This design comes from an exercise in tuning for small area and a short achievable clock period on the open sky130 flow, not from production work. RTL that was checked went through simulation tests only; none was proved equivalent to the original. Only the layout flow was run in runs 3 and 4; the RTL was not checked for function there.

--- design/flow/design.v ---
`timescale 1ns / 1ps
`timescale 1ns / 1ps
module rgb_to_hsl_converter_core #(
  parameter int HUE_BITS = 12
) (
  input  logic                clk,
  input  logic                rst,
  input  logic                start,
  output logic                busy,
  input  logic [23:0]         pixel,
  output logic                done,
  output logic [HUE_BITS-1:0] hue,
  output logic [7:0]          saturation,
  output logic [7:0]          lightness,
  output logic                achromatic
);
  assign busy = rst;
  logic rst_q;
  always_ff @(posedge clk) rst_q <= rst;
  logic       valid_in;
  logic [7:0] r_in, g_in, b_in;
  always_ff @(posedge clk) begin
    if (rst) valid_in <= 1'b0;
    else     valid_in <= start;
  end
  always_ff @(posedge clk) begin
    r_in <= pixel[23:16];
    g_in <= pixel[15:8];
    b_in <= pixel[7:0];
  end
  logic f1_rg, f1_rb, f1_gb, f1_bg, f1_red, f1_blu, f1_grn;
  logic [5:0] f1_x;
  logic [2:0] f1_hs, f1_ls, f1_ps, f1_qs;
  logic [1:0] f1_j;
  assign f1_rg = r_in >= g_in;
  assign f1_rb = r_in >= b_in;
  assign f1_gb = g_in >= b_in;
  assign f1_bg = b_in >= g_in;
  assign f1_red = f1_rg & f1_rb;
  assign f1_blu = ~f1_red & f1_bg;
  assign f1_grn = ~f1_red & ~f1_bg;
  assign f1_x[0] = f1_red & f1_gb;
  assign f1_x[5] = f1_red & ~f1_gb;
  assign f1_x[1] = f1_grn & f1_rb;
  assign f1_x[2] = f1_grn & ~f1_rb;
  assign f1_x[3] = f1_blu & ~f1_rg;
  assign f1_x[4] = f1_blu & f1_rg;
  assign f1_hs = {f1_blu, f1_grn, f1_red};
  assign f1_ls = {f1_x[0] | f1_x[1], f1_x[4] | f1_x[5], f1_x[2] | f1_x[3]};
  assign f1_ps = {f1_x[2] | f1_x[3], f1_x[0] | f1_x[1], f1_x[4] | f1_x[5]};
  assign f1_qs = {f1_x[0] | f1_x[5], f1_x[3] | f1_x[4], f1_x[1] | f1_x[2]};
  assign f1_j  = {f1_x[2] | f1_x[5], f1_x[1] | f1_x[4]};
  logic [7:0] f1_hi, f1_lo, f1_p, f1_q;
  assign f1_hi = ({8{f1_hs[0]}} & r_in) | ({8{f1_hs[1]}} & g_in) | ({8{f1_hs[2]}} & b_in);
  assign f1_lo = ({8{f1_ls[0]}} & r_in) | ({8{f1_ls[1]}} & g_in) | ({8{f1_ls[2]}} & b_in);
  assign f1_p  = ({8{f1_ps[0]}} & r_in) | ({8{f1_ps[1]}} & g_in) | ({8{f1_ps[2]}} & b_in);
  assign f1_q  = ({8{f1_qs[0]}} & r_in) | ({8{f1_qs[1]}} & g_in) | ({8{f1_qs[2]}} & b_in);
  logic [7:0] hi_c0;
  logic [7:0] lo_c0;
  logic [7:0] p_c0;
  logic [7:0] q_c0;
  logic [1:0] j_c0;
  logic hq_c0;
  logic valid_c0;
  always_ff @(posedge clk) begin
    valid_c0 <= valid_in & ~rst_q;
  end
  always_ff @(posedge clk) begin
    hi_c0 <= f1_hi;
    lo_c0 <= f1_lo;
    p_c0 <= f1_p;
    q_c0 <= f1_q;
    j_c0 <= f1_j;
    hq_c0 <= f1_x[3] | f1_x[4] | f1_x[5];
  end
  logic [7:0] f2_hi, f2_lo, f2_p, f2_q, f2_d, f2_y;
  logic [8:0] f2_sum;
  assign f2_hi = hi_c0;
  assign f2_lo = lo_c0;
  assign f2_p = p_c0;
  assign f2_q = q_c0;
  assign f2_d   = f2_hi - f2_lo;
  assign f2_sum = {1'b0, f2_hi} + {1'b0, f2_lo};
  assign f2_y   = f2_p - f2_q;
  logic [1:0] j_c1;
  logic hq_c1;
  logic [7:0] d_c1;
  logic [8:0] sum_c1;
  logic [7:0] y_c1;
  logic valid_c1;
  always_ff @(posedge clk) begin
    valid_c1 <= valid_c0 & ~rst_q;
  end
  always_ff @(posedge clk) begin
    j_c1 <= j_c0;
    hq_c1 <= hq_c0;
    d_c1 <= f2_d;
    sum_c1 <= f2_sum;
    y_c1 <= f2_y;
  end
  logic [9:0] f3_v, f3_jd, f3_r1;
  logic [7:0] f3_den;
  assign f3_v   = {2'b0, d_c1} + {1'b0, d_c1, 1'b0};
  assign f3_jd  = j_c1[0] ? {2'b0, d_c1} : (j_c1[1] ? {1'b0, d_c1, 1'b0} : 10'd0);
  assign f3_r1  = {2'b0, y_c1} + f3_jd;
  logic [7:0] f3_dx;
  assign f3_dx  = (sum_c1[7:0] ^ {8{sum_c1[8]}}) - {7'd0, sum_c1[8]};
  assign f3_den = {f3_dx[7:1], sum_c1[0]};    
  logic hq_c2;
  logic [7:0] d_c2;
  logic [9:0] v_c2;
  logic [7:0] den_c2;
  logic [9:0] hr_c2;
  logic s8_c2;
  logic valid_c2;
  always_ff @(posedge clk) begin
    valid_c2 <= valid_c1 & ~rst_q;
  end
  always_ff @(posedge clk) begin
    hq_c2 <= hq_c1;
    d_c2 <= d_c1;
    v_c2 <= ~f3_v;
    den_c2 <= ~f3_den;
    hr_c2 <= f3_r1;
    s8_c2 <= sum_c1[8];
  end
  logic [8:0] sp_slb;
  logic [7:0] sp_dm1;
  assign sp_slb = {2'b0, ~den_c2[7:1]} - {1'b0, d_c2};
  assign sp_dm1 = d_c2 - 8'd1;
  logic [10:0] h1_t;
  logic [11:0] h1_df;
  logic [9:0]  h1_r;
  logic [1:0]  h1_q;
  assign h1_t  = {hr_c2, 1'b0};
  assign h1_df = {1'b0, h1_t} + {2'b11, v_c2} + 12'd1;
  assign h1_r  = h1_df[11] ? h1_t[9:0] : h1_df[9:0];
  assign h1_q  = {hq_c2, ~h1_df[11]};
  logic [1:0] hq_c3;
  logic [9:0] v_c3;
  logic [7:0] den_c3;
  logic [9:0] hr_c3;
  logic s8_c3;
  logic [7:0] sr_c3;
  logic [7:0] sl_c3;
  logic valid_c3;
  always_ff @(posedge clk) begin
    valid_c3 <= valid_c2 & ~rst_q;
  end
  always_ff @(posedge clk) begin
    hq_c3 <= h1_q;
    v_c3 <= v_c2;
    den_c3 <= den_c2;
    hr_c3 <= h1_r;
    s8_c3 <= s8_c2;
    sr_c3 <= (sp_slb[8] ? sp_dm1 : d_c2);
    sl_c3 <= sp_slb[7:0];
  end
  logic [8:0] s0_t;
  logic [9:0] s0_df;
  logic [7:0] s0_r;
  assign s0_t  = {sr_c3, sl_c3[7]};
  assign s0_df = {1'b0, s0_t} + {2'b11, den_c3} + 10'd1;
  assign s0_r  = s0_df[9] ? s0_t[7:0] : s0_df[7:0];
  logic [10:0] h2_t;
  logic [11:0] h2_df;
  logic [9:0]  h2_r;
  logic [2:0]  h2_q;
  assign h2_t  = {hr_c3, 1'b0};
  assign h2_df = {1'b0, h2_t} + {2'b11, v_c3} + 12'd1;
  assign h2_r  = h2_df[11] ? h2_t[9:0] : h2_df[9:0];
  assign h2_q  = {hq_c3, ~h2_df[11]};
  logic [2:0] hq_c4;
  logic [9:0] v_c4;
  logic [7:0] den_c4;
  logic [9:0] hr_c4;
  logic s8_c4;
  logic [7:0] sr_c4;
  logic [7:0] sl_c4;
  logic sq_c4;
  logic valid_c4;
  always_ff @(posedge clk) begin
    valid_c4 <= valid_c3 & ~rst_q;
  end
  always_ff @(posedge clk) begin
    hq_c4 <= h2_q;
    v_c4 <= v_c3;
    den_c4 <= den_c3;
    hr_c4 <= h2_r;
    s8_c4 <= s8_c3;
    sr_c4 <= s0_r;
    sl_c4 <= sl_c3;
    sq_c4 <= ~s0_df[9];
  end
  logic [8:0] s1_t;
  logic [9:0] s1_df;
  logic [7:0] s1_r;
  assign s1_t  = {sr_c4, sl_c4[6]};
  assign s1_df = {1'b0, s1_t} + {2'b11, den_c4} + 10'd1;
  assign s1_r  = s1_df[9] ? s1_t[7:0] : s1_df[7:0];
  logic [1:0] s1_q;
  assign s1_q  = {sq_c4, ~s1_df[9]};
  logic [10:0] h3_t;
  logic [11:0] h3_df;
  logic [9:0]  h3_r;
  logic [3:0]  h3_q;
  assign h3_t  = {hr_c4, ~v_c4[9]};
  assign h3_df = {1'b0, h3_t} + {2'b11, v_c4} + 12'd1;
  assign h3_r  = h3_df[11] ? h3_t[9:0] : h3_df[9:0];
  assign h3_q  = {hq_c4, ~h3_df[11]};
  logic [3:0] hq_c5;
  logic [9:0] v_c5;
  logic [7:0] den_c5;
  logic [9:0] hr_c5;
  logic s8_c5;
  logic [7:0] sr_c5;
  logic [7:0] sl_c5;
  logic [1:0] sq_c5;
  logic valid_c5;
  always_ff @(posedge clk) begin
    valid_c5 <= valid_c4 & ~rst_q;
  end
  always_ff @(posedge clk) begin
    hq_c5 <= h3_q;
    v_c5 <= v_c4;
    den_c5 <= den_c4;
    hr_c5 <= h3_r;
    s8_c5 <= s8_c4;
    sr_c5 <= s1_r;
    sl_c5 <= sl_c4;
    sq_c5 <= s1_q;
  end
  logic [8:0] s2_t;
  logic [9:0] s2_df;
  logic [7:0] s2_r;
  assign s2_t  = {sr_c5, sl_c5[5]};
  assign s2_df = {1'b0, s2_t} + {2'b11, den_c5} + 10'd1;
  assign s2_r  = s2_df[9] ? s2_t[7:0] : s2_df[7:0];
  logic [2:0] s2_q;
  assign s2_q  = {sq_c5, ~s2_df[9]};
  logic [10:0] h4_t;
  logic [11:0] h4_df;
  logic [9:0]  h4_r;
  logic [4:0]  h4_q;
  assign h4_t  = {hr_c5, ~v_c5[8]};
  assign h4_df = {1'b0, h4_t} + {2'b11, v_c5} + 12'd1;
  assign h4_r  = h4_df[11] ? h4_t[9:0] : h4_df[9:0];
  assign h4_q  = {hq_c5, ~h4_df[11]};
  logic [4:0] hq_c6;
  logic [9:0] v_c6;
  logic [7:0] den_c6;
  logic [9:0] hr_c6;
  logic s8_c6;
  logic [7:0] sr_c6;
  logic [7:0] sl_c6;
  logic [2:0] sq_c6;
  logic valid_c6;
  always_ff @(posedge clk) begin
    valid_c6 <= valid_c5 & ~rst_q;
  end
  always_ff @(posedge clk) begin
    hq_c6 <= h4_q;
    v_c6 <= v_c5;
    den_c6 <= den_c5;
    hr_c6 <= h4_r;
    s8_c6 <= s8_c5;
    sr_c6 <= s2_r;
    sl_c6 <= sl_c5;
    sq_c6 <= s2_q;
  end
  logic [8:0] s3_t;
  logic [9:0] s3_df;
  logic [7:0] s3_r;
  assign s3_t  = {sr_c6, sl_c6[4]};
  assign s3_df = {1'b0, s3_t} + {2'b11, den_c6} + 10'd1;
  assign s3_r  = s3_df[9] ? s3_t[7:0] : s3_df[7:0];
  logic [3:0] s3_q;
  assign s3_q  = {sq_c6, ~s3_df[9]};
  logic [10:0] h5_t;
  logic [11:0] h5_df;
  logic [9:0]  h5_r;
  logic [5:0]  h5_q;
  assign h5_t  = {hr_c6, ~v_c6[7]};
  assign h5_df = {1'b0, h5_t} + {2'b11, v_c6} + 12'd1;
  assign h5_r  = h5_df[11] ? h5_t[9:0] : h5_df[9:0];
  assign h5_q  = {hq_c6, ~h5_df[11]};
  logic [5:0] hq_c7;
  logic [9:0] v_c7;
  logic [7:0] den_c7;
  logic [9:0] hr_c7;
  logic s8_c7;
  logic [7:0] sr_c7;
  logic [7:0] sl_c7;
  logic [3:0] sq_c7;
  logic valid_c7;
  always_ff @(posedge clk) begin
    valid_c7 <= valid_c6 & ~rst_q;
  end
  always_ff @(posedge clk) begin
    hq_c7 <= h5_q;
    v_c7 <= v_c6;
    den_c7 <= den_c6;
    hr_c7 <= h5_r;
    s8_c7 <= s8_c6;
    sr_c7 <= s3_r;
    sl_c7 <= sl_c6;
    sq_c7 <= s3_q;
  end
  logic [8:0] s4_t;
  logic [9:0] s4_df;
  logic [7:0] s4_r;
  assign s4_t  = {sr_c7, sl_c7[3]};
  assign s4_df = {1'b0, s4_t} + {2'b11, den_c7} + 10'd1;
  assign s4_r  = s4_df[9] ? s4_t[7:0] : s4_df[7:0];
  logic [4:0] s4_q;
  assign s4_q  = {sq_c7, ~s4_df[9]};
  logic [10:0] h6_t;
  logic [11:0] h6_df;
  logic [9:0]  h6_r;
  logic [6:0]  h6_q;
  assign h6_t  = {hr_c7, ~v_c7[6]};
  assign h6_df = {1'b0, h6_t} + {2'b11, v_c7} + 12'd1;
  assign h6_r  = h6_df[11] ? h6_t[9:0] : h6_df[9:0];
  assign h6_q  = {hq_c7, ~h6_df[11]};
  logic [6:0] hq_c8;
  logic [9:0] v_c8;
  logic [7:0] den_c8;
  logic [9:0] hr_c8;
  logic s8_c8;
  logic [7:0] sr_c8;
  logic [7:0] sl_c8;
  logic [4:0] sq_c8;
  logic valid_c8;
  always_ff @(posedge clk) begin
    valid_c8 <= valid_c7 & ~rst_q;
  end
  always_ff @(posedge clk) begin
    hq_c8 <= h6_q;
    v_c8 <= v_c7;
    den_c8 <= den_c7;
    hr_c8 <= h6_r;
    s8_c8 <= s8_c7;
    sr_c8 <= s4_r;
    sl_c8 <= sl_c7;
    sq_c8 <= s4_q;
  end
  logic [8:0] s5_t;
  logic [9:0] s5_df;
  logic [7:0] s5_r;
  assign s5_t  = {sr_c8, sl_c8[2]};
  assign s5_df = {1'b0, s5_t} + {2'b11, den_c8} + 10'd1;
  assign s5_r  = s5_df[9] ? s5_t[7:0] : s5_df[7:0];
  logic [5:0] s5_q;
  assign s5_q  = {sq_c8, ~s5_df[9]};
  logic [10:0] h7_t;
  logic [11:0] h7_df;
  logic [9:0]  h7_r;
  logic [7:0]  h7_q;
  assign h7_t  = {hr_c8, ~v_c8[5]};
  assign h7_df = {1'b0, h7_t} + {2'b11, v_c8} + 12'd1;
  assign h7_r  = h7_df[11] ? h7_t[9:0] : h7_df[9:0];
  assign h7_q  = {hq_c8, ~h7_df[11]};
  logic [7:0] hq_c9;
  logic [9:0] v_c9;
  logic [7:0] den_c9;
  logic [9:0] hr_c9;
  logic s8_c9;
  logic [7:0] sr_c9;
  logic [7:0] sl_c9;
  logic [5:0] sq_c9;
  logic valid_c9;
  always_ff @(posedge clk) begin
    valid_c9 <= valid_c8 & ~rst_q;
  end
  always_ff @(posedge clk) begin
    hq_c9 <= h7_q;
    v_c9 <= v_c8;
    den_c9 <= den_c8;
    hr_c9 <= h7_r;
    s8_c9 <= s8_c8;
    sr_c9 <= s5_r;
    sl_c9 <= sl_c8;
    sq_c9 <= s5_q;
  end
  logic [8:0] s6_t;
  logic [9:0] s6_df;
  logic [7:0] s6_r;
  assign s6_t  = {sr_c9, sl_c9[1]};
  assign s6_df = {1'b0, s6_t} + {2'b11, den_c9} + 10'd1;
  assign s6_r  = s6_df[9] ? s6_t[7:0] : s6_df[7:0];
  logic [6:0] s6_q;
  assign s6_q  = {sq_c9, ~s6_df[9]};
  logic [10:0] h8_t;
  logic [11:0] h8_df;
  logic [9:0]  h8_r;
  logic [8:0]  h8_q;
  assign h8_t  = {hr_c9, ~v_c9[4]};
  assign h8_df = {1'b0, h8_t} + {2'b11, v_c9} + 12'd1;
  assign h8_r  = h8_df[11] ? h8_t[9:0] : h8_df[9:0];
  assign h8_q  = {hq_c9, ~h8_df[11]};
  logic [8:0] hq_c10;
  logic [9:0] v_c10;
  logic [7:0] den_c10;
  logic [9:0] hr_c10;
  logic s8_c10;
  logic [7:0] sr_c10;
  logic [7:0] sl_c10;
  logic [6:0] sq_c10;
  logic valid_c10;
  always_ff @(posedge clk) begin
    valid_c10 <= valid_c9 & ~rst_q;
  end
  always_ff @(posedge clk) begin
    hq_c10 <= h8_q;
    v_c10 <= v_c9;
    den_c10 <= den_c9;
    hr_c10 <= h8_r;
    s8_c10 <= s8_c9;
    sr_c10 <= s6_r;
    sl_c10 <= sl_c9;
    sq_c10 <= s6_q;
  end
  logic [8:0] s7_t;
  logic [9:0] s7_df;
  logic [7:0] s7_r;
  assign s7_t  = {sr_c10, sl_c10[0]};
  assign s7_df = {1'b0, s7_t} + {2'b11, den_c10} + 10'd1;
  assign s7_r  = s7_df[9] ? s7_t[7:0] : s7_df[7:0];
  logic [7:0] s7_q;
  assign s7_q  = {sq_c10, ~s7_df[9]};
  logic [10:0] h9_t;
  logic [11:0] h9_df;
  logic [9:0]  h9_r;
  logic [9:0]  h9_q;
  assign h9_t  = {hr_c10, ~v_c10[3]};
  assign h9_df = {1'b0, h9_t} + {2'b11, v_c10} + 12'd1;
  assign h9_r  = h9_df[11] ? h9_t[9:0] : h9_df[9:0];
  assign h9_q  = {hq_c10, ~h9_df[11]};
  logic [9:0] hq_c11;
  logic [9:0] v_c11;
  logic [7:0] den_c11;
  logic [9:0] hr_c11;
  logic s8_c11;
  logic [7:0] sq_c11;
  logic valid_c11;
  always_ff @(posedge clk) begin
    valid_c11 <= valid_c10 & ~rst_q;
  end
  always_ff @(posedge clk) begin
    hq_c11 <= h9_q;
    v_c11 <= v_c10;
    den_c11 <= den_c10;
    hr_c11 <= h9_r;
    s8_c11 <= s8_c10;
    sq_c11 <= s7_q;
  end
  logic [10:0] h10_t;
  logic [11:0] h10_df;
  logic [9:0]  h10_r;
  logic [10:0]  h10_q;
  assign h10_t  = {hr_c11, ~v_c11[2]};
  assign h10_df = {1'b0, h10_t} + {2'b11, v_c11} + 12'd1;
  assign h10_r  = h10_df[11] ? h10_t[9:0] : h10_df[9:0];
  assign h10_q  = {hq_c11, ~h10_df[11]};
  logic [10:0] hq_c12;
  logic [9:0] v_c12;
  logic [7:0] den_c12;
  logic [9:0] hr_c12;
  logic s8_c12;
  logic [7:0] sq_c12;
  logic valid_c12;
  always_ff @(posedge clk) begin
    valid_c12 <= valid_c11 & ~rst_q;
  end
  always_ff @(posedge clk) begin
    hq_c12 <= h10_q;
    v_c12 <= v_c11;
    den_c12 <= den_c11;
    hr_c12 <= h10_r;
    s8_c12 <= s8_c11;
    sq_c12 <= sq_c11;
  end
  logic [10:0] h11_t;
  logic [11:0] h11_df;
  logic [9:0]  h11_r;
  logic [11:0]  h11_q;
  assign h11_t  = {hr_c12, ~v_c12[1]};
  assign h11_df = {1'b0, h11_t} + {2'b11, v_c12} + 12'd1;
  assign h11_r  = h11_df[11] ? h11_t[9:0] : h11_df[9:0];
  assign h11_q  = {hq_c12, ~h11_df[11]};
  logic h11_gray;
  assign h11_gray = (v_c12 == 10'h3ff);
  logic [7:0] o_den;
  logic [7:0] o_light;
  assign o_den = ~den_c12;
  assign o_light = ({1'b0, o_den[7:1]} + {7'd0, o_den[0] & ~s8_c12}) ^ {8{s8_c12}};
  always_ff @(posedge clk) begin
    if (rst) done <= 1'b0;
    else     done <= valid_c12 & ~rst_q;
  end
  always_ff @(posedge clk) begin
    hue        <= h11_gray ? 12'd0 : h11_q;
    saturation <= h11_gray ? 8'd0 : sq_c12;
    lightness  <= o_light;
    achromatic <= h11_gray;
  end
endmodule
--- design/flow/run.sh ---
#!/bin/bash
# synth_recipe.tcl (not shown) runs the flow's synth.tcl, then flattens the netlist and writes it again
# the make line also repeats each setting of config.mk as NAME=value (left out here)
make -C /OpenROAD-flow-scripts/flow DESIGN_CONFIG=/design/flow/config.mk WORK_HOME=/design/flow/orfs CLKGATE_MAP_FILE= SYNTH_SCRIPT=/design/flow/synth_recipe.tcl finish
--- design/flow/config.mk ---
export PLATFORM = sky130hd
export DESIGN_NAME = rgb_to_hsl_converter_core
export DESIGN_NICKNAME = rgb_to_hsl_converter_core
export VERILOG_FILES = /design/flow/design.v
export SDC_FILE = /design/flow/constraint.sdc
export NUM_CORES = 4
export LEC_CHECK = 0
export ABC_AREA = 1
export CAP_MARGIN = 20
export CORE_MARGIN = 2
export CORE_UTILIZATION = 40
export CTS_CLUSTER_DIAMETER = 150
export CTS_CLUSTER_SIZE = 30
export SETUP_SLACK_MARGIN = 2.85
export SLEW_MARGIN = 20
--- design/flow/constraint.sdc ---
create_clock -name core_clock -period 5.2 [get_ports {clk}]
set_input_delay 1.0400 -clock core_clock [delete_from_list [all_inputs] [get_ports {clk}]]
set_output_delay 1.0400 -clock core_clock [all_outputs]
set_load 0.01 [all_outputs]
==> key figures, run 1 <==
Route
  – WL per Instance: 11.99 um
  – 1st-pass router iterations: 8
  – DR vias: between 15,000 and 20,000
  – Routed vias/inst: roughly 4.8
  – Final wirelength: 43,300 um
  – ANT nets after route: 0
  – DRC: 0
  – Initial DRC Count: 623

Placement
  – DP Wirelength: 33,620 um
  – IO buf count: 57
  – Routability cong.: about 0.9
  – Placement Cell Area: roughly 27,000 um2
  – Cells after DPL: 3,580
  – Setup WS pre-CTS: 2051 ps

Min path
  – Hold EP: sl_c8[1]
  – Hold Crit Depth: 0
  – Hold Crit Class: flip-flop to flip-flop
  – Hold_sp: sl_c7[1]

Setup path
  – CP Cell Sequence: clkbuf_2, buf_2
  – CP top delay family: buffers and inverters
  – Cells on worst reg2reg path: 14
  – CP Depth: 2
  – Crit path DAT: 1280 ps
  – Crit-path slowest cell: buf_2
  – Crit Path Category: input port to output port
  – Reg2reg setup slack: slightly below 3000 ps
  – R2R Path Start: b_in[1]
  – Reg-to-Reg End: hi_c0[0]
  – Crit path launch type: input port
  – Critical path peak fanout: 4
  – CP Buf/Inv Count: 2
  – CP Capture Type: output port
  – Worst EP required: 4160 ps
  – Slowest stage delay, CP: 140 ps

Clocking
  – H-Tree Level Count: 1
  – Worst skew pair latency: around 600 ps
  – Sink Count: 657
  – Worst-path clk slew: 110 ps
  – Clk root buf: clkbuf_16
  – TritonCTS clock tree: built
  – Total CTS buffers: 25
  – Clock Tree Buf Depth: 3

Timing
  – Final setup violation count: 0
  – Worst slew pin tran: 850.6 ps
  – Max_slew headroom: 0.4323
  – Unrepaired setup endpoints after global routing: no
  – Setup TNS: 0 ps
  – Clock Skews: 12.74 ps
  – Final period util: 0.4469
  – Hold Violations, Final: 0
  – Fmax: around 430 MHz
  – Worst setup margin: 2876 ps
  – Final worst path period need: 2324 ps
  – Slew Limit Fails: 0

Global route
  – Number of global-route vias before repair: 17,400
  – Largest net degree at the start of global routing: 31
  – GRT Total Usage: 0.1295
  – Initial antenna violation count: 0
  – Global route overflow: 0
  – First-pass GRT wire length: approximately 74,000 um

Die
  – Die ar.: 65,860 um2
  – Chip Height: 256.6 um
  – IO Pins: 58
  – Std cell rows: between 90 and 100
  – Core area: 63,080 um2
  – DIE WIDTH: around 260 um
  – Initial Util: 0.4047

Job
  – MaxCap Viol Count: 0

Final layout
  – Antenna diode count: 0
  – Fraction of layout instances using a drive strength above 1: 0.03401
  – Finished Cell Area: 27,630 um2
  – Nets: 3,056
  – Synth-to-layout area growth: 8.224%
  – Fin cells: 3,610

Outcome
  – Status: complete, no violations

Yosys
  – Seq/Total Area, Yosys: 0.5152
  – Synth cell types: 47
  – Gate Count Post-Synth: approximately 2,700
  – Number of synthesized flops with an enable pin: 0
  – Async S/R FF share, synth: 0
  – Top FF cell, synth: dfxtp_1
  – Post-synthesis register bit count: approximately 660
  – Mapped Avg Cell Area: 9.420 um2
  – Ys Warns: 1
  – Synthesized cell area: 25,530 um2
## repair_timing
action                                  4_1_cts  5_1_grt
endpoints found under the setup margin       47      101
pin swaps                                     1        0
gates resized for setup                      36       16
buffers inserted                              2        0
hold buffers                                  0        0
## layout make-up
type	instances	area (um2)
Multi-Input combinational cell	1720	11080
Sequential cell	657	13160
Timing Repair Buffer	59	538.0
Clock buffer	27	643.1
Inverter	300	1131
Clock inverter	1	20.02
Fill cell	6103	35450
Tap cell	846	1059
## stage by stage
| stage | hold slack, ps | utilization |
|---|---|---|
| 3_3_place_gp | 310.4 | 0.4270 |
| 4_1_cts | 328.2 | 0.4371 |
| 3_5_place_dp | 312.1 | 0.4270 |
| 5_1_grt | 330.6 | 0.4380 |
| 6_report | 327.5 | 0.4380 |
| 2_1_floorplan | 309.6 | - |
## kinds of logic after synthesis
family,Yosys count,synth area share
simple gates,932,0.1623
flops,657,0.5152
compound gates,368,0.07954
buf+inv,333,0.05288
fa+ha+maj,266,0.1371
xor+xnor,153,0.05249
mux,1,0.0004411
## cells in the mapped netlist (all sizes together) (8+ instances only)
library cell,instances,area (um2)
a211oi,13,102.6
a21o,26,195.2
a21oi,220,1105
buf,29,208.9
dfxtp,657,13150
fa,23,460.4
ha,243,3040
inv,300,1126
nand2,486,1862
nand3,199,1059
nand4,58,369.1
nor2,142,566.8
nor3,24,136.4
o211ai,11,82.58
o21ai,74,374.1
o31ai,8,60.06
or2,15,93.84
xnor2,77,674.4
xor2,76,665.6
## registers in the layout (all words and copies together), names as in the netlist, 10 cells and up
name and cells:
hue 12, hq_c12 11, hq_c11 10, hr_c10 10, hr_c11 10, hr_c12 10
hr_c2 10, hr_c3 10, hr_c4 10, hr_c5 10, hr_c6 10, hr_c7 10
hr_c8 10, hr_c9 10
## cells in the final DEF (no fill, tap or decap), drive strengths merged
| cell | n |
|---|---|
| dfxtp | 657 |
| nand2 | 486 |
| inv | 301 |
| ha | 243 |
| a21oi | 220 |
| nand3 | 199 |
| nor2 | 142 |
| xnor2 | 77 |
| xor2 | 76 |
| o21ai | 74 |
| nand4 | 58 |
| dlygate4sd2 | 30 |
| clkbuf | 28 |
| a21o | 26 |
| clkdlybuf4s50 | 25 |
| nor3 | 24 |
| fa | 23 |
| or2 | 15 |
| a211oi | 13 |
| o211ai | 11 |
| o31ai | 8 |
| o22ai | 7 |
| nor3b | 5 |
| a31oi | 4 |
| buf | 3 |
| o311ai | 2 |
| a221oi | 2 |
| nor4 | 2 |
| o21bai | 1 |
| nand3b | 1 |
| mux2 | 1 |
## metal layers
metal | vias up | GRT usage | part of all wire
li1 | 9000 | - | -
met1 | 7846 | 0.1304 | 0.40
met3 | 111 | 0.01720 | 0.027
met2 | 249 | 0.2627 | 0.54
met5 | - | 0 | 0
met4 | 0 | 0.05281 | 0.034
## worst max-delay path by stage
stage,from,end,slack (ps)
3_5_place_dp,rst,busy,2050
6_report,rst,busy,2880
4_1_cts,rst,busy,2710
2_1_floorplan,rst,busy,3000
3_3_place_gp,rst,busy,2050
5_1_grt,b_in[1],lo_c0[0],2850
==> run 2, diff against run 1 <==
--- a/design/flow/config.mk
+++ b/design/flow/config.mk
@@ -9,7 +9,8 @@
 export CAP_MARGIN = 20
 export CORE_MARGIN = 2
 export CORE_UTILIZATION = 40
-export CTS_CLUSTER_DIAMETER = 150
-export CTS_CLUSTER_SIZE = 30
+export CTS_BUF_LIST = sky130_fd_sc_hd__clkbuf_8
+export CTS_CLUSTER_DIAMETER = 100
+export CTS_CLUSTER_SIZE = 20
 export SETUP_SLACK_MARGIN = 2.85
 export SLEW_MARGIN = 20
==> key figures, run 2 <==
Route
  – 1st-pass router iterations: 4 (-4)
  – Initial DRC Count: 640 (+2.7%)
  – DRC: 0 (unchanged)
  – DR vias: 17,311 (+0.61%)
  – ANT nets after route: 0 (unchanged)
  – WL per Instance: 12.10 um (+0.86%)
  – Routed vias/inst: 4.771 (+0.11%)
  – Final wirelength: 43,890 um (+1.4%)

Timing
  – Setup TNS: 0 ps (unchanged)
  – Worst slew pin tran: 863.5 ps (+12.91 ps)
  – Final worst path period need: 2415 ps (+91.63 ps)
  – Max_slew headroom: 0.4237 (-0.008615)
  – Fmax: 414.0 MHz (-3.8%)
  – Hold Violations, Final: 0 (unchanged)
  – Final setup violation count: 0 (unchanged)
  – Clock Skews: 17.67 ps (+4.929 ps)
  – Unrepaired setup endpoints after global routing: yes
  – Final period util: 0.4645 (+0.01762)
  – Slew Limit Fails: 0 (unchanged)

Yosys
  – Post-Synth Simple-Gate Area: 0.1623 (unchanged)
  – Synthesized cell area: 25,530 um2 (unchanged)
  – Synth Area in XOR/XNOR: 0.05249 (unchanged)
  – Ys Warns: 1 (unchanged)
  – Post-synthesis adder-cell area fraction: 0.1371 (unchanged)
  – Synth cell types: 47 (unchanged)
  – Mapped Avg Cell Area: 9.420 um2 (unchanged)
  – Share of the synthesized area in the top cell type: 0.5152 (unchanged)
  – Synth area leaders: dfxtp_1, ha_1, nand2_1
  – Largest family of logic cells by synthesized area: simple AND/OR/NAND/NOR gates
  – Top FF cell, synth: dfxtp_1
  – Async S/R FF share, synth: 0 (unchanged)
  – Post-synthesis register bit count: 657 (unchanged)
  – Synth area leader: dfxtp_1
  – Number of synthesized flops with an enable pin: 0 (unchanged)
  – Gate Count Post-Synth: 2,710 (unchanged)
  – Compound-gate portion of the synthesized area: 0.07954 (unchanged)
  – Multiplexer share of the synthesized area: 0.0004411 (unchanged)
  – Synth top cells by count: dfxtp_1, nand2_1, inv_1, ha_1, a21oi_1
  – Count leader, synth: dfxtp_1
  – Seq/Total Area, Yosys: 0.5152 (unchanged)

Global route
  – GRT Total Usage: 0.1330 (+0.003487)
  – First-pass GRT wire length: 75,450 um (+1.5%)
  – Initial antenna violation count: 0 (unchanged)
  – Number of global-route vias before repair: 17,533 (+0.76%)
  – Global route overflow: 0 (unchanged)
  – Largest net degree at the start of global routing: 21 (-32%)

Setup path
  – Crit-path slowest cell: clkdlybuf4s15_2
  – Slowest stage delay, CP: 220 ps (+80 ps)
  – CP Buf/Inv Count: 2 (unchanged)
  – Reg2reg setup slack: 2940 ps (-30 ps)
  – Worst EP required: 4160 ps (about the same)
  – Crit path launch type: input port
  – CP top delay family: buffers and inverters
  – Crit path DAT: 1380 ps (+100 ps)
  – Critical path peak fanout: 4 (unchanged)
  – CP Capture Type: output port
  – CP Cell Sequence: clkbuf_2, clkdlybuf4s15_2
  – Crit Path Category: input port to output port

Final layout
  – Nets: 3,070 (+0.46%)
  – Max FFs per register: 12 (unchanged)
  – Final core occ: 0.4377 (about the same)
  – Largest registers: hue: 12 flops, hq_c12: 11 flops
  – Antenna diode count: 0 (unchanged)
  – Fraction of layout instances using a drive strength above 1: 0.04062 (+0.006610)
  – Synth-to-layout area growth: 8.150% (about the same)
  – Biggest register: hue
  – Filler Cell Count: 6,117 (+0.23%)
  – Most frequent cells in the layout: dfxtp_1, nand2_1, inv_1
  – Commonest non-fill, non-tap cell in the layout: dfxtp_1

Clocking
  – Clock Tree Buf Depth: 3 (unchanged)
  – Worst-path clk slew: 110 ps (about the same)
  – Total CTS buffers: 39 (+56%)
  – TritonCTS clock tree: built
  – Worst skew pair latency: 650 ps (+50 ps)
  – Clk root buf: clkbuf_8
  – H-Tree Level Count: 2 (+1)
  – Sink Count: 657 (unchanged)

Placement
  – IO buf count: 57 (unchanged)
  – DP Wirelength: 33,620 um (unchanged)
  – Routability cong.: 0.8972 (unchanged)

Die
  – Initial Util: 0.4047 (unchanged)
  – Die ar.: 65,860 um2 (unchanged)
  – Std cell rows: 92 (unchanged)
  – Core area: 63,080 um2 (unchanged)
  – IO Pins: 58 (unchanged)
  – Chip Height: 256.6 um (unchanged)
  – DIE WIDTH: 256.6 um (unchanged)

Outcome
  – Status: complete, no violations

Job
  – MaxCap Viol Count: 0 (unchanged)

Min path
  – Hold Crit Class: flip-flop to flip-flop
-- run 2: timing repair --
action                     in CTS  in global routing
buffers inserted                2                  0
gates resized for setup        63                 15
pin swaps                       1                  0
setup endpoints to repair      47                101
hold buffers                    0                  0
-- run 2: routing by layer --
layer | track usage | up-vias | wire, um
met2 | 0.2643 | 285 | 23590
met5 | 0 | - | 0
met4 | 0.06654 | 0 | 1648
li1 | - | 9031 | -
met3 | 0.02086 | 127 | 1405
met1 | 0.1316 | 7868 | 17240
-- run 2: cell families (layout without fill, tap and decap cells) --
family	after synthesis	in the layout
adder cells (fa/ha/maj)	266	266
AO/OA/AOI/OAI	368	368
multiplexers	1	1
flip-flops	657	657
buffers and inverters	333	405
AND/OR/NAND/NOR	932	932
XOR/XNOR	153	153
-- run 2: layout make-up --
class | count | area (um2) | area share
tap | 846 | 1059 | 0.03834
timing repair buffer | 59 | 574.3 | 0.02080
clock inverter | 6 | 61.31 | 0.002221
multi-input combinational | 1720 | 11080 | 0.4014
sequential | 657 | 13150 | 0.4764
inverter | 300 | 1129 | 0.04088
clock buffer | 40 | 550.5 | 0.01994
-- run 2: final timing paths --
| kind | start | end | cells after the start |
|---|---|---|---|
| worst max-delay path | rst | busy | 2 |
| worst min-delay path | sl_c4[1] | sl_c5[1] | 0 |
| worst max register to register | b_in[1] | hi_c0[0] | 14 |
| worst min register to register | sl_c4[1] | sl_c5[1] | 0 |
-- run 2: through the flow --
stage / cell area (um2) / hold WS, ps / cells / worst slack, ps
after detailed placement: 26930 / 312.1 / 3580 / 2051
after global placement: 26930 / 310.4 / 3580 / 2050
after CTS: 27560 / 306.7 / 3628 / 2619
after global routing: 27610 / 319.8 / 3628 / 2768
after floorplan: 25530 / 309.6 / 2710 / 3001
final: 27610 / 325.6 / 3628 / 2785
==> run 3, diff against run 2 <==
--- a/design/flow/design.v
+++ b/design/flow/design.v
@@ -1,4 +1,26 @@
 `timescale 1ns / 1ps
+module rhsl_hrow (
+  input  logic [10:0] t,
+  input  logic [9:0]  v,
+  output logic [9:0]  r,
+  output logic        q
+);
+  logic [11:0] df;
+  assign df = {1'b0, t} + {2'b11, v} + 12'd1;
+  assign q  = ~df[11];
+  assign r  = df[11] ? t[9:0] : df[9:0];
+endmodule
+module rhsl_srow (
+  input  logic [8:0] t,
+  input  logic [7:0] d,
+  output logic [7:0] r,
+  output logic       q
+);
+  logic [9:0] df;
+  assign df = {1'b0, t} + {2'b11, d} + 10'd1;
+  assign q  = ~df[9];
+  assign r  = df[9] ? t[7:0] : df[7:0];
+endmodule
 `timescale 1ns / 1ps
 module rgb_to_hsl_converter_core #(
   parameter int HUE_BITS = 12
@@ -103,9 +125,7 @@
   assign f3_v   = {2'b0, d_c1} + {1'b0, d_c1, 1'b0};
   assign f3_jd  = j_c1[0] ? {2'b0, d_c1} : (j_c1[1] ? {1'b0, d_c1, 1'b0} : 10'd0);
   assign f3_r1  = {2'b0, y_c1} + f3_jd;
-  logic [7:0] f3_dx;
-  assign f3_dx  = (sum_c1[7:0] ^ {8{sum_c1[8]}}) - {7'd0, sum_c1[8]};
-  assign f3_den = {f3_dx[7:1], sum_c1[0]};    
+  assign f3_den = sum_c1[8] ? 8'(9'd510 - sum_c1) : sum_c1[7:0];
   logic hq_c2;
   logic [7:0] d_c2;
   logic [9:0] v_c2;
@@ -133,8 +153,9 @@
   logic [9:0]  h1_r;
   logic [1:0]  h1_q;
   assign h1_t  = {hr_c2, 1'b0};
-  assign h1_df = {1'b0, h1_t} + {2'b11, v_c2} + 12'd1;
-  assign h1_r  = h1_df[11] ? h1_t[9:0] : h1_df[9:0];
+  logic h1_qb;
+  rhsl_hrow u_h1 (.t(h1_t), .v(v_c2), .r(h1_r), .q(h1_qb));
+  assign h1_df = {~h1_qb, 11'd0};
   assign h1_q  = {hq_c2, ~h1_df[11]};
   logic [1:0] hq_c3;
   logic [9:0] v_c3;
@@ -160,15 +181,17 @@
   logic [9:0] s0_df;
   logic [7:0] s0_r;
   assign s0_t  = {sr_c3, sl_c3[7]};
-  assign s0_df = {1'b0, s0_t} + {2'b11, den_c3} + 10'd1;
-  assign s0_r  = s0_df[9] ? s0_t[7:0] : s0_df[7:0];
+  logic s0_qb;
+  rhsl_srow u_s0 (.t(s0_t), .d(den_c3), .r(s0_r), .q(s0_qb));
+  assign s0_df = {~s0_qb, 9'd0};
   logic [10:0] h2_t;
   logic [11:0] h2_df;
   logic [9:0]  h2_r;
   logic [2:0]  h2_q;
   assign h2_t  = {hr_c3, 1'b0};
-  assign h2_df = {1'b0, h2_t} + {2'b11, v_c3} + 12'd1;
-  assign h2_r  = h2_df[11] ? h2_t[9:0] : h2_df[9:0];
+  logic h2_qb;
+  rhsl_hrow u_h2 (.t(h2_t), .v(v_c3), .r(h2_r), .q(h2_qb));
+  assign h2_df = {~h2_qb, 11'd0};
   assign h2_q  = {hq_c3, ~h2_df[11]};
   logic [2:0] hq_c4;
   logic [9:0] v_c4;
@@ -196,8 +219,9 @@
   logic [9:0] s1_df;
   logic [7:0] s1_r;
   assign s1_t  = {sr_c4, sl_c4[6]};
-  assign s1_df = {1'b0, s1_t} + {2'b11, den_c4} + 10'd1;
-  assign s1_r  = s1_df[9] ? s1_t[7:0] : s1_df[7:0];
+  logic s1_qb;
+  rhsl_srow u_s1 (.t(s1_t), .d(den_c4), .r(s1_r), .q(s1_qb));
+  assign s1_df = {~s1_qb, 9'd0};
   logic [1:0] s1_q;
   assign s1_q  = {sq_c4, ~s1_df[9]};
   logic [10:0] h3_t;
@@ -205,8 +229,9 @@
   logic [9:0]  h3_r;
   logic [3:0]  h3_q;
   assign h3_t  = {hr_c4, ~v_c4[9]};
-  assign h3_df = {1'b0, h3_t} + {2'b11, v_c4} + 12'd1;
-  assign h3_r  = h3_df[11] ? h3_t[9:0] : h3_df[9:0];
+  logic h3_qb;
+  rhsl_hrow u_h3 (.t(h3_t), .v(v_c4), .r(h3_r), .q(h3_qb));
+  assign h3_df = {~h3_qb, 11'd0};
   assign h3_q  = {hq_c4, ~h3_df[11]};
   logic [3:0] hq_c5;
   logic [9:0] v_c5;
@@ -234,8 +259,9 @@
   logic [9:0] s2_df;
   logic [7:0] s2_r;
   assign s2_t  = {sr_c5, sl_c5[5]};
-  assign s2_df = {1'b0, s2_t} + {2'b11, den_c5} + 10'd1;
-  assign s2_r  = s2_df[9] ? s2_t[7:0] : s2_df[7:0];
+  logic s2_qb;
+  rhsl_srow u_s2 (.t(s2_t), .d(den_c5), .r(s2_r), .q(s2_qb));
+  assign s2_df = {~s2_qb, 9'd0};
   logic [2:0] s2_q;
   assign s2_q  = {sq_c5, ~s2_df[9]};
   logic [10:0] h4_t;
@@ -243,8 +269,9 @@
   logic [9:0]  h4_r;
   logic [4:0]  h4_q;
   assign h4_t  = {hr_c5, ~v_c5[8]};
-  assign h4_df = {1'b0, h4_t} + {2'b11, v_c5} + 12'd1;
-  assign h4_r  = h4_df[11] ? h4_t[9:0] : h4_df[9:0];
+  logic h4_qb;
+  rhsl_hrow u_h4 (.t(h4_t), .v(v_c5), .r(h4_r), .q(h4_qb));
+  assign h4_df = {~h4_qb, 11'd0};
   assign h4_q  = {hq_c5, ~h4_df[11]};
   logic [4:0] hq_c6;
   logic [9:0] v_c6;
@@ -272,8 +299,9 @@
   logic [9:0] s3_df;
   logic [7:0] s3_r;
   assign s3_t  = {sr_c6, sl_c6[4]};
-  assign s3_df = {1'b0, s3_t} + {2'b11, den_c6} + 10'd1;
-  assign s3_r  = s3_df[9] ? s3_t[7:0] : s3_df[7:0];
+  logic s3_qb;
+  rhsl_srow u_s3 (.t(s3_t), .d(den_c6), .r(s3_r), .q(s3_qb));
+  assign s3_df = {~s3_qb, 9'd0};
   logic [3:0] s3_q;
   assign s3_q  = {sq_c6, ~s3_df[9]};
   logic [10:0] h5_t;
@@ -281,8 +309,9 @@
   logic [9:0]  h5_r;
   logic [5:0]  h5_q;
   assign h5_t  = {hr_c6, ~v_c6[7]};
-  assign h5_df = {1'b0, h5_t} + {2'b11, v_c6} + 12'd1;
-  assign h5_r  = h5_df[11] ? h5_t[9:0] : h5_df[9:0];
+  logic h5_qb;
+  rhsl_hrow u_h5 (.t(h5_t), .v(v_c6), .r(h5_r), .q(h5_qb));
+  assign h5_df = {~h5_qb, 11'd0};
   assign h5_q  = {hq_c6, ~h5_df[11]};
   logic [5:0] hq_c7;
   logic [9:0] v_c7;
@@ -310,8 +339,9 @@
   logic [9:0] s4_df;
   logic [7:0] s4_r;
   assign s4_t  = {sr_c7, sl_c7[3]};
-  assign s4_df = {1'b0, s4_t} + {2'b11, den_c7} + 10'd1;
-  assign s4_r  = s4_df[9] ? s4_t[7:0] : s4_df[7:0];
+  logic s4_qb;
+  rhsl_srow u_s4 (.t(s4_t), .d(den_c7), .r(s4_r), .q(s4_qb));
+  assign s4_df = {~s4_qb, 9'd0};
   logic [4:0] s4_q;
   assign s4_q  = {sq_c7, ~s4_df[9]};
   logic [10:0] h6_t;
@@ -319,8 +349,9 @@
   logic [9:0]  h6_r;
   logic [6:0]  h6_q;
   assign h6_t  = {hr_c7, ~v_c7[6]};
-  assign h6_df = {1'b0, h6_t} + {2'b11, v_c7} + 12'd1;
-  assign h6_r  = h6_df[11] ? h6_t[9:0] : h6_df[9:0];
+  logic h6_qb;
+  rhsl_hrow u_h6 (.t(h6_t), .v(v_c7), .r(h6_r), .q(h6_qb));
+  assign h6_df = {~h6_qb, 11'd0};
   assign h6_q  = {hq_c7, ~h6_df[11]};
   logic [6:0] hq_c8;
   logic [9:0] v_c8;
@@ -348,8 +379,9 @@
   logic [9:0] s5_df;
   logic [7:0] s5_r;
   assign s5_t  = {sr_c8, sl_c8[2]};
-  assign s5_df = {1'b0, s5_t} + {2'b11, den_c8} + 10'd1;
-  assign s5_r  = s5_df[9] ? s5_t[7:0] : s5_df[7:0];
+  logic s5_qb;
+  rhsl_srow u_s5 (.t(s5_t), .d(den_c8), .r(s5_r), .q(s5_qb));
+  assign s5_df = {~s5_qb, 9'd0};
   logic [5:0] s5_q;
   assign s5_q  = {sq_c8, ~s5_df[9]};
   logic [10:0] h7_t;
@@ -357,8 +389,9 @@
   logic [9:0]  h7_r;
   logic [7:0]  h7_q;
   assign h7_t  = {hr_c8, ~v_c8[5]};
-  assign h7_df = {1'b0, h7_t} + {2'b11, v_c8} + 12'd1;
-  assign h7_r  = h7_df[11] ? h7_t[9:0] : h7_df[9:0];
+  logic h7_qb;
+  rhsl_hrow u_h7 (.t(h7_t), .v(v_c8), .r(h7_r), .q(h7_qb));
+  assign h7_df = {~h7_qb, 11'd0};
   assign h7_q  = {hq_c8, ~h7_df[11]};
   logic [7:0] hq_c9;
   logic [9:0] v_c9;
@@ -386,8 +419,9 @@
   logic [9:0] s6_df;
   logic [7:0] s6_r;
   assign s6_t  = {sr_c9, sl_c9[1]};
-  assign s6_df = {1'b0, s6_t} + {2'b11, den_c9} + 10'd1;
-  assign s6_r  = s6_df[9] ? s6_t[7:0] : s6_df[7:0];
+  logic s6_qb;
+  rhsl_srow u_s6 (.t(s6_t), .d(den_c9), .r(s6_r), .q(s6_qb));
+  assign s6_df = {~s6_qb, 9'd0};
   logic [6:0] s6_q;
   assign s6_q  = {sq_c9, ~s6_df[9]};
   logic [10:0] h8_t;
@@ -395,8 +429,9 @@
   logic [9:0]  h8_r;
   logic [8:0]  h8_q;
   assign h8_t  = {hr_c9, ~v_c9[4]};
-  assign h8_df = {1'b0, h8_t} + {2'b11, v_c9} + 12'd1;
-  assign h8_r  = h8_df[11] ? h8_t[9:0] : h8_df[9:0];
+  logic h8_qb;
+  rhsl_hrow u_h8 (.t(h8_t), .v(v_c9), .r(h8_r), .q(h8_qb));
+  assign h8_df = {~h8_qb, 11'd0};
   assign h8_q  = {hq_c9, ~h8_df[11]};
   logic [8:0] hq_c10;
   logic [9:0] v_c10;
@@ -424,8 +459,9 @@
   logic [9:0] s7_df;
   logic [7:0] s7_r;
   assign s7_t  = {sr_c10, sl_c10[0]};
-  assign s7_df = {1'b0, s7_t} + {2'b11, den_c10} + 10'd1;
-  assign s7_r  = s7_df[9] ? s7_t[7:0] : s7_df[7:0];
+  logic s7_qb;
+  rhsl_srow u_s7 (.t(s7_t), .d(den_c10), .r(s7_r), .q(s7_qb));
+  assign s7_df = {~s7_qb, 9'd0};
   logic [7:0] s7_q;
   assign s7_q  = {sq_c10, ~s7_df[9]};
   logic [10:0] h9_t;
@@ -433,8 +469,9 @@
   logic [9:0]  h9_r;
   logic [9:0]  h9_q;
   assign h9_t  = {hr_c10, ~v_c10[3]};
-  assign h9_df = {1'b0, h9_t} + {2'b11, v_c10} + 12'd1;
-  assign h9_r  = h9_df[11] ? h9_t[9:0] : h9_df[9:0];
+  logic h9_qb;
+  rhsl_hrow u_h9 (.t(h9_t), .v(v_c10), .r(h9_r), .q(h9_qb));
+  assign h9_df = {~h9_qb, 11'd0};
   assign h9_q  = {hq_c10, ~h9_df[11]};
   logic [9:0] hq_c11;
   logic [9:0] v_c11;
@@ -459,8 +496,9 @@
   logic [9:0]  h10_r;
   logic [10:0]  h10_q;
   assign h10_t  = {hr_c11, ~v_c11[2]};
-  assign h10_df = {1'b0, h10_t} + {2'b11, v_c11} + 12'd1;
-  assign h10_r  = h10_df[11] ? h10_t[9:0] : h10_df[9:0];
+  logic h10_qb;
+  rhsl_hrow u_h10 (.t(h10_t), .v(v_c11), .r(h10_r), .q(h10_qb));
+  assign h10_df = {~h10_qb, 11'd0};
   assign h10_q  = {hq_c11, ~h10_df[11]};
   logic [10:0] hq_c12;
   logic [9:0] v_c12;
@@ -485,15 +523,14 @@
   logic [9:0]  h11_r;
   logic [11:0]  h11_q;
   assign h11_t  = {hr_c12, ~v_c12[1]};
-  assign h11_df = {1'b0, h11_t} + {2'b11, v_c12} + 12'd1;
-  assign h11_r  = h11_df[11] ? h11_t[9:0] : h11_df[9:0];
+  logic h11_qb;
+  rhsl_hrow u_h11 (.t(h11_t), .v(v_c12), .r(h11_r), .q(h11_qb));
+  assign h11_df = {~h11_qb, 11'd0};
   assign h11_q  = {hq_c12, ~h11_df[11]};
   logic h11_gray;
   assign h11_gray = (v_c12 == 10'h3ff);
-  logic [7:0] o_den;
-  logic [7:0] o_light;
-  assign o_den = ~den_c12;
-  assign o_light = ({1'b0, o_den[7:1]} + {7'd0, o_den[0] & ~s8_c12}) ^ {8{s8_c12}};
+  logic [8:0] o_sum;
+  assign o_sum = s8_c12 ? 9'(9'd510 - {1'b0, (~den_c12)}) : {1'b0, (~den_c12)};
   always_ff @(posedge clk) begin
     if (rst) done <= 1'b0;
     else     done <= valid_c12 & ~rst_q;
@@ -501,7 +538,7 @@
   always_ff @(posedge clk) begin
     hue        <= h11_gray ? 12'd0 : h11_q;
     saturation <= h11_gray ? 8'd0 : sq_c12;
-    lightness  <= o_light;
+    lightness  <= 8'(({1'b0, o_sum} + 10'd1) >> 1);
     achromatic <= h11_gray;
   end
 endmodule
==> design/flow/config.mk (replaced) <==
export PLATFORM = sky130hd
export DESIGN_NAME = rgb_to_hsl_converter_core
export DESIGN_NICKNAME = rgb_to_hsl_converter_core
export VERILOG_FILES = /design/flow/design.v
export SDC_FILE = /design/flow/constraint.sdc
export NUM_CORES = 4
export LEC_CHECK = 0
export CAP_MARGIN = 20
export CORE_MARGIN = 2
export CORE_UTILIZATION = 40
export CTS_CLUSTER_DIAMETER = 150
export CTS_CLUSTER_SIZE = 30
export SETUP_SLACK_MARGIN = 2.85
export SLEW_MARGIN = 20
export SYNTH_HIERARCHICAL = 1
==> key figures, run 3 <==
Clocking
  – Worst-path clk slew: 120 ps (about the same)
  – H-Tree Level Count: 1 (-1)
  – Clock Tree Buf Depth: 3 (unchanged)
  – Sink Count: 657 (unchanged)
  – Worst skew pair latency: 590 ps (-60 ps)
  – Total CTS buffers: 25 (-36%)
  – TritonCTS clock tree: built
  – Clk root buf: clkbuf_16

Die
  – Chip Height: 263.0 um (+2.5%)
  – Die ar.: 69,160 um2 (+5.0%)
  – DIE WIDTH: 263.0 um (+2.5%)
  – Initial Util: 0.4059 (+0.001152)
  – Std cell rows: 94 (+2.2%)
  – Core area: 66,100 um2 (+4.8%)
  – IO Pins: 58 (unchanged)

Route
  – Final wirelength: 45,740 um (+4.2%)
  – DR vias: 16,480 (-4.8%)
  – DRC: 0 (unchanged)
  – ANT nets after route: 0 (unchanged)
  – Routed vias/inst: 4.912 (+2.9%)
  – 1st-pass router iterations: 5 (+1)
  – WL per Instance: 13.63 um (+13%)
  – Initial DRC Count: 492 (-23%)

Final layout
  – Nets: 2,787 (-9.2%)
  – Fraction of layout instances using a drive strength above 1: 0.1445 (+0.1039)
  – Filler Cell Count: 6,073 (-0.72%)
  – Largest registers: hue: 12 flops, hq_c12: 11 flops
  – Max FFs per register: 12 (unchanged)
  – Seq. cell area: 13,160 um2 (about the same)
  – Area of the multi-input gates: 13,120 um2 (+18%)
  – Finished Cell Area: 29,750 um2 (+7.7%)
  – Commonest non-fill, non-tap cell in the layout: dfxtp_1
  – Biggest register: hue
  – Synth-to-layout area growth: 10.88%
  – Antenna diode count: 0 (unchanged)
  – Most frequent cells in the layout: dfxtp_1, ha_1, inv_1

Timing
  – Final worst path period need: 2326 ps (-89.53 ps)
  – Unrepaired setup endpoints after global routing: yes
  – Final setup violation count: 0 (unchanged)
  – Slew Limit Fails: 0 (unchanged)
  – Worst slew pin tran: 775.5 ps (-88.07 ps)
  – Final period util: 0.4473 (-0.01722)
  – Hold Violations, Final: 0 (unchanged)
  – Max_slew headroom: 0.4802 (+0.05653)
  – Fmax: 429.9 MHz (+3.8%)
  – Clock Skews: 18.39 ps (+0.7201 ps)
  – Setup TNS: 0 ps (unchanged)

Setup path
  – Crit path launch type: input port
  – CP top delay family: buffers and inverters
  – Slowest stage delay, CP: 140 ps (-80 ps)
  – Crit-path slowest cell: buf_2
  – Crit Path Category: input port to output port
  – CP Capture Type: output port
  – CP Buf/Inv Count: 2 (unchanged)
  – CP Cell Sequence: clkbuf_2, buf_2
  – Worst EP required: 4160 ps (about the same)
  – Reg2reg setup slack: 2880 ps (-60 ps)
  – Critical path peak fanout: 4 (unchanged)
  – Crit path DAT: 1290 ps (-90 ps)

Global route
  – Largest net degree at the start of global routing: 36 (+71%)
  – Routing usage on met3: 0.01394 (-0.006921)
  – First-pass GRT wire length: 77,840 um (+3.2%)
  – M1 GR Usage: 0.1372 (+0.005584)
  – Most Crowded Layer GR: met2
  – M2 GR Usage: 0.2654 (+0.001069)
  – Initial antenna violation count: 0 (unchanged)
  – Number of global-route vias before repair: 17,189 (-2.0%)
  – GRT Total Usage: 0.1302 (-0.002770)
  – Global route overflow: 0 (unchanged)

Outcome
  – Status: complete, no violations

Yosys
  – Ys Warns: 7 (+6)
  – Mapped Avg Cell Area: 11.31 um2 (+20%)
  – Synthesized cell area: 26,830 um2 (+5.1%)
  – Gate Count Post-Synth: 2,372 (-12%)

Job
  – MaxCap Viol Count: 0 (unchanged)

Min path
  – Hold Crit Class: flip-flop to flip-flop

Placement
  – IO buf count: 57 (unchanged)
  – Routability cong.: 0.8538 (-4.8%)
  – DP Wirelength: 34,850 um (+3.7%)
  – Placement Cell Area: 28,400 um2 (+5.4%)
run 3: final cells by class:
class                           instances  area share
Sequential cell                       657      0.4425
Multi-Input combinational cell       1508      0.4410
Tap cell                              864     0.03634
Timing Repair Buffer                  107     0.03441
Inverter                              192     0.02423
Clock buffer                           25     0.02103
Clock inverter                          2   0.0004627
run 3: per-layer routing:
metal	vias to the layer above	wire length, um
met5	-	0
met4	0	1137
met3	72	1010
met2	166	25050
met1	7742	18540
li1	8500	-
run 3: what timing repair did:
item | in CTS | in global routing
cloned | 1 | 1
endpoints found under the setup margin | 150 | 112
pin swaps | 16 | 22
buffers inserted | 29 | 19
hold buffers | 0 | 0
gates resized for setup | 54 | 39
run 3: through the flow:
| stage | instances | worst slack (ps) | util | hold slack [ps] |
|---|---|---|---|---|
| final | 3355 | 2874 | 0.4500 | 325.3 |
| after global routing | 3355 | 2845 | 0.4500 | 333.4 |
| after CTS | 3335 | 2706 | 0.4454 | 329.7 |
| after detailed placement | 3278 | 2039 | 0.4297 | 312.1 |
| after global placement | 3278 | 2041 | 0.4297 | 310.9 |
| after floorplan | 2373 | 2911 | - | 309.6 |
run 3: worst paths after layout:
check        startpoint         to  cells past startpoint
min reg2reg   hq_c11[1]  hq_c12[2]                      0
min           hq_c11[1]  hq_c12[2]                      0
max                 rst       busy                      2
max reg2reg     v_c9[4]  hr_c10[8]                      9
==> run 4, diff against run 3 <==
--- a/design/flow/design.v
+++ b/design/flow/design.v
@@ -1,8 +1,8 @@
 `timescale 1ns / 1ps
 module rhsl_hrow (
   input  logic [10:0] t,
-  input  logic [9:0]  v,
-  output logic [9:0]  r,
+  input  logic [9:0] v,
+  output logic [9:0] r,
   output logic        q
 );
   logic [11:0] df;
@@ -14,7 +14,7 @@
   input  logic [8:0] t,
   input  logic [7:0] d,
   output logic [7:0] r,
-  output logic       q
+  output logic        q
 );
   logic [9:0] df;
   assign df = {1'b0, t} + {2'b11, d} + 10'd1;
@@ -125,7 +125,9 @@
   assign f3_v   = {2'b0, d_c1} + {1'b0, d_c1, 1'b0};
   assign f3_jd  = j_c1[0] ? {2'b0, d_c1} : (j_c1[1] ? {1'b0, d_c1, 1'b0} : 10'd0);
   assign f3_r1  = {2'b0, y_c1} + f3_jd;
-  assign f3_den = sum_c1[8] ? 8'(9'd510 - sum_c1) : sum_c1[7:0];
+  logic [7:0] f3_dx;
+  assign f3_dx  = (sum_c1[7:0] ^ {8{sum_c1[8]}}) - {7'd0, sum_c1[8]};
+  assign f3_den = {f3_dx[7:1], sum_c1[0]};    
   logic hq_c2;
   logic [7:0] d_c2;
   logic [9:0] v_c2;
@@ -529,8 +531,10 @@
   assign h11_q  = {hq_c12, ~h11_df[11]};
   logic h11_gray;
   assign h11_gray = (v_c12 == 10'h3ff);
-  logic [8:0] o_sum;
-  assign o_sum = s8_c12 ? 9'(9'd510 - {1'b0, (~den_c12)}) : {1'b0, (~den_c12)};
+  logic [7:0] o_den;
+  logic [7:0] o_light;
+  assign o_den = ~den_c12;
+  assign o_light = ({1'b0, o_den[7:1]} + {7'd0, o_den[0] & ~s8_c12}) ^ {8{s8_c12}};
   always_ff @(posedge clk) begin
     if (rst) done <= 1'b0;
     else     done <= valid_c12 & ~rst_q;
@@ -538,7 +542,7 @@
   always_ff @(posedge clk) begin
     hue        <= h11_gray ? 12'd0 : h11_q;
     saturation <= h11_gray ? 8'd0 : sq_c12;
-    lightness  <= 8'(({1'b0, o_sum} + 10'd1) >> 1);
+    lightness  <= o_light;
     achromatic <= h11_gray;
   end
 endmodule
==> key figures, run 4 <==
Final layout
  – Max FFs per register: 12 (unchanged)
  – Synth-to-layout area growth: 12.11%
  – Largest registers: hue: 12 flops, hq_c12: 11 flops
  – Antenna diode count: 0 (unchanged)
  – Most frequent cells in the layout: dfxtp_1, ha_1, inv_1
  – Final core occ: 0.4523 (+0.002262)
  – Biggest register: hue
  – Fraction of layout instances using a drive strength above 1: 0.1457 (+0.001146)
  – Nets: 2,788 (+0.036%)
  – Commonest non-fill, non-tap cell in the layout: dfxtp_1
  – Finished Cell Area: 29,740 um2 (about the same)

Route
  – DR vias: 16,573 (+0.56%)
  – Final wirelength: 47,110 um (+3.0%)
  – DRC: 0 (unchanged)
  – 1st-pass router iterations: 5 (unchanged)
  – WL per Instance: 14.04 um (+3.0%)
  – Routed vias/inst: 4.938 (+0.53%)
  – Initial DRC Count: 505 (+2.6%)
  – ANT nets after route: 0 (unchanged)

Clocking
  – Clk root buf: clkbuf_16
  – Clock Tree Buf Depth: 3 (unchanged)
  – Worst-path clk slew: 100 ps (-20 ps)
  – Worst skew pair latency: 610 ps (+20 ps)
  – H-Tree Level Count: 1 (unchanged)
  – # hold bufs at CTS: 0 (unchanged)
  – Sink Count: 657 (unchanged)
  – Total CTS buffers: 26 (+4.0%)
  – TritonCTS clock tree: built

Setup path
  – CP Cell Sequence: buf_2, buf_6
  – Crit path DAT: 1280 ps (about the same)
  – Critical path peak fanout: 4 (unchanged)
  – Reg2reg setup slack: 2900 ps (+20 ps)
  – CP Capture Type: output port
  – Crit path launch type: input port
  – CP Buf/Inv Count: 2 (unchanged)
  – Crit Path Category: input port to output port
  – Worst EP required: 4160 ps (about the same)
  – CP top delay family: buffers and inverters
  – Slowest stage delay, CP: 120 ps (-20 ps)
  – Crit-path slowest cell: buf_2

Job
  – MaxCap Viol Count: 0 (unchanged)

Global route
  – Number of global-route vias before repair: 17,204 (+0.087%)
  – First-pass GRT wire length: 79,180 um (+1.7%)
  – Initial antenna violation count: 1 (+1)
  – Largest net degree at the start of global routing: 34 (-5.6%)
  – GRT Total Usage: 0.1369 (+0.006649)
  – Global route overflow: 0 (unchanged)

Die
  – Std cell rows: 94 (unchanged)
  – IO Pins: 58 (unchanged)
  – Die ar.: 68,390 um2 (-1.1%)
  – DIE WIDTH: 261.5 um (-0.56%)
  – Chip Height: 261.5 um (-0.56%)
  – Core area: 65,750 um2 (-0.53%)
  – Initial Util: 0.4034 (-0.002427)

Yosys
  – Gate Count Post-Synth: 2,366 (-0.25%)
  – Ys Warns: 7 (unchanged)
  – Mapped Avg Cell Area: 11.21 um2 (-0.88%)
  – Synthesized cell area: 26,520 um2 (-1.1%)

Timing
  – Setup TNS: 0 ps (unchanged)
  – Worst slew pin tran: 782.8 ps (+7.353 ps)
  – Hold Violations, Final: 0 (unchanged)
  – Max_slew headroom: 0.4753 (-0.004929)
  – Final setup violation count: 0 (unchanged)
  – Slew Limit Fails: 0 (unchanged)
  – Unrepaired setup endpoints after global routing: yes
  – Fmax: 431.1 MHz (+0.27%)
  – Final worst path period need: 2320 ps (-6.340 ps)
  – Worst hold margin: 324.1 ps (-1.162 ps)
  – Clock Skews: 26.59 ps (+8.197 ps)
  – Final period util: 0.4461 (-0.001219)

Placement
  – Placement Cell Area: 28,100 um2 (-1.1%)
  – IO buf count: 57 (unchanged)
  – DP Wirelength: 35,580 um (+2.1%)
  – Routability cong.: 0.8403 (-1.6%)

Min path
  – Hold Crit Class: flip-flop to flip-flop

Outcome
  – Status: complete, no violations
[run 4: worst paths after layout]
path | start | to | depth (start not counted)
min | hq_c9[6] | hq_c10[7] | 0
max reg2reg | r_in[0] | lo_c0[5] | 9
max | rst | busy | 2
min reg2reg | hq_c9[6] | hq_c10[7] | 0
[run 4: per-layer routing]
layer | global-route usage | wire length, um | vias to the layer above
li1 | - | - | 8470
met1 | 0.1441 | 19060 | 7861
met2 | 0.2781 | 25710 | 166
met3 | 0.01626 | 1031 | 76
met4 | 0.04230 | 1311 | 0
met5 | 0 | 0 | -
[run 4: per-stage QoR]
step           setup slack [ps]  std cells
2_1_floorplan              2851       2367
3_3_place_gp               1389       3268
3_5_place_dp               1456       3268
4_1_cts                    2852       3332
5_1_grt                    2755       3356
6_report                   2880       3356
[run 4: final cells by class]
class | instances | area [um2]
Clock buffer | 26 | 650.6
Clock inverter | 3 | 52.55
Fill cell | 6031 | 36010
Inverter | 183 | 686.9
Multi-Input combinational cell | 1507 | 12960
Sequential cell | 657 | 13180
Tap cell | 864 | 1081
Timing Repair Buffer | 116 | 1122
[run 4: timing repair]
item | 4_1_cts | 5_1_grt
pin swaps | 21 | 30
gates cloned | 0 | 1
setup endpoints to repair | 151 | 118
gates resized for setup | 76 | 49
buffers inserted | 35 | 23

==> afterwards: timing with drivers on the ports <==
No port has a modelled driver above. Below, the same layouts with a new extraction and two added sets of constraints. Step 1 assumes that a clkbuf_16 drives the clock port and a buf_2 every other input. Step 2, shift: input delay + t, output delay - t, t = (earliest + latest rising clock arrival at the registers) / 2. This alone moves slack from input paths to output paths. Slacks: ideal ports / drivers / drivers and shift; pairs: ideal ports / drivers.
run	shift t [ns]	setup slack, ns	worst hold slack (ns)	slew at the worst register clock pin (ns)
run 1	0.655	2.876 / 2.852 / 2.852	0.328 / 0.328 / 0.328	0.11 / 0.11
run 2	0.695	2.785 / 2.758 / 2.758	0.326 / 0.326 / 0.326	0.12 / 0.12
run 3	0.642	2.874 / 2.846 / 2.846	0.325 / 0.325 / 0.325	0.12 / 0.12
run 4	0.664	2.880 / 2.861 / 2.861	0.324 / 0.324 / 0.324	0.12 / 0.12
After both steps setup and hold are still met in every run listed. The setup slack of run 3, which loses most, moves by -0.028 ns with the drivers and by -0.028 ns with both steps.
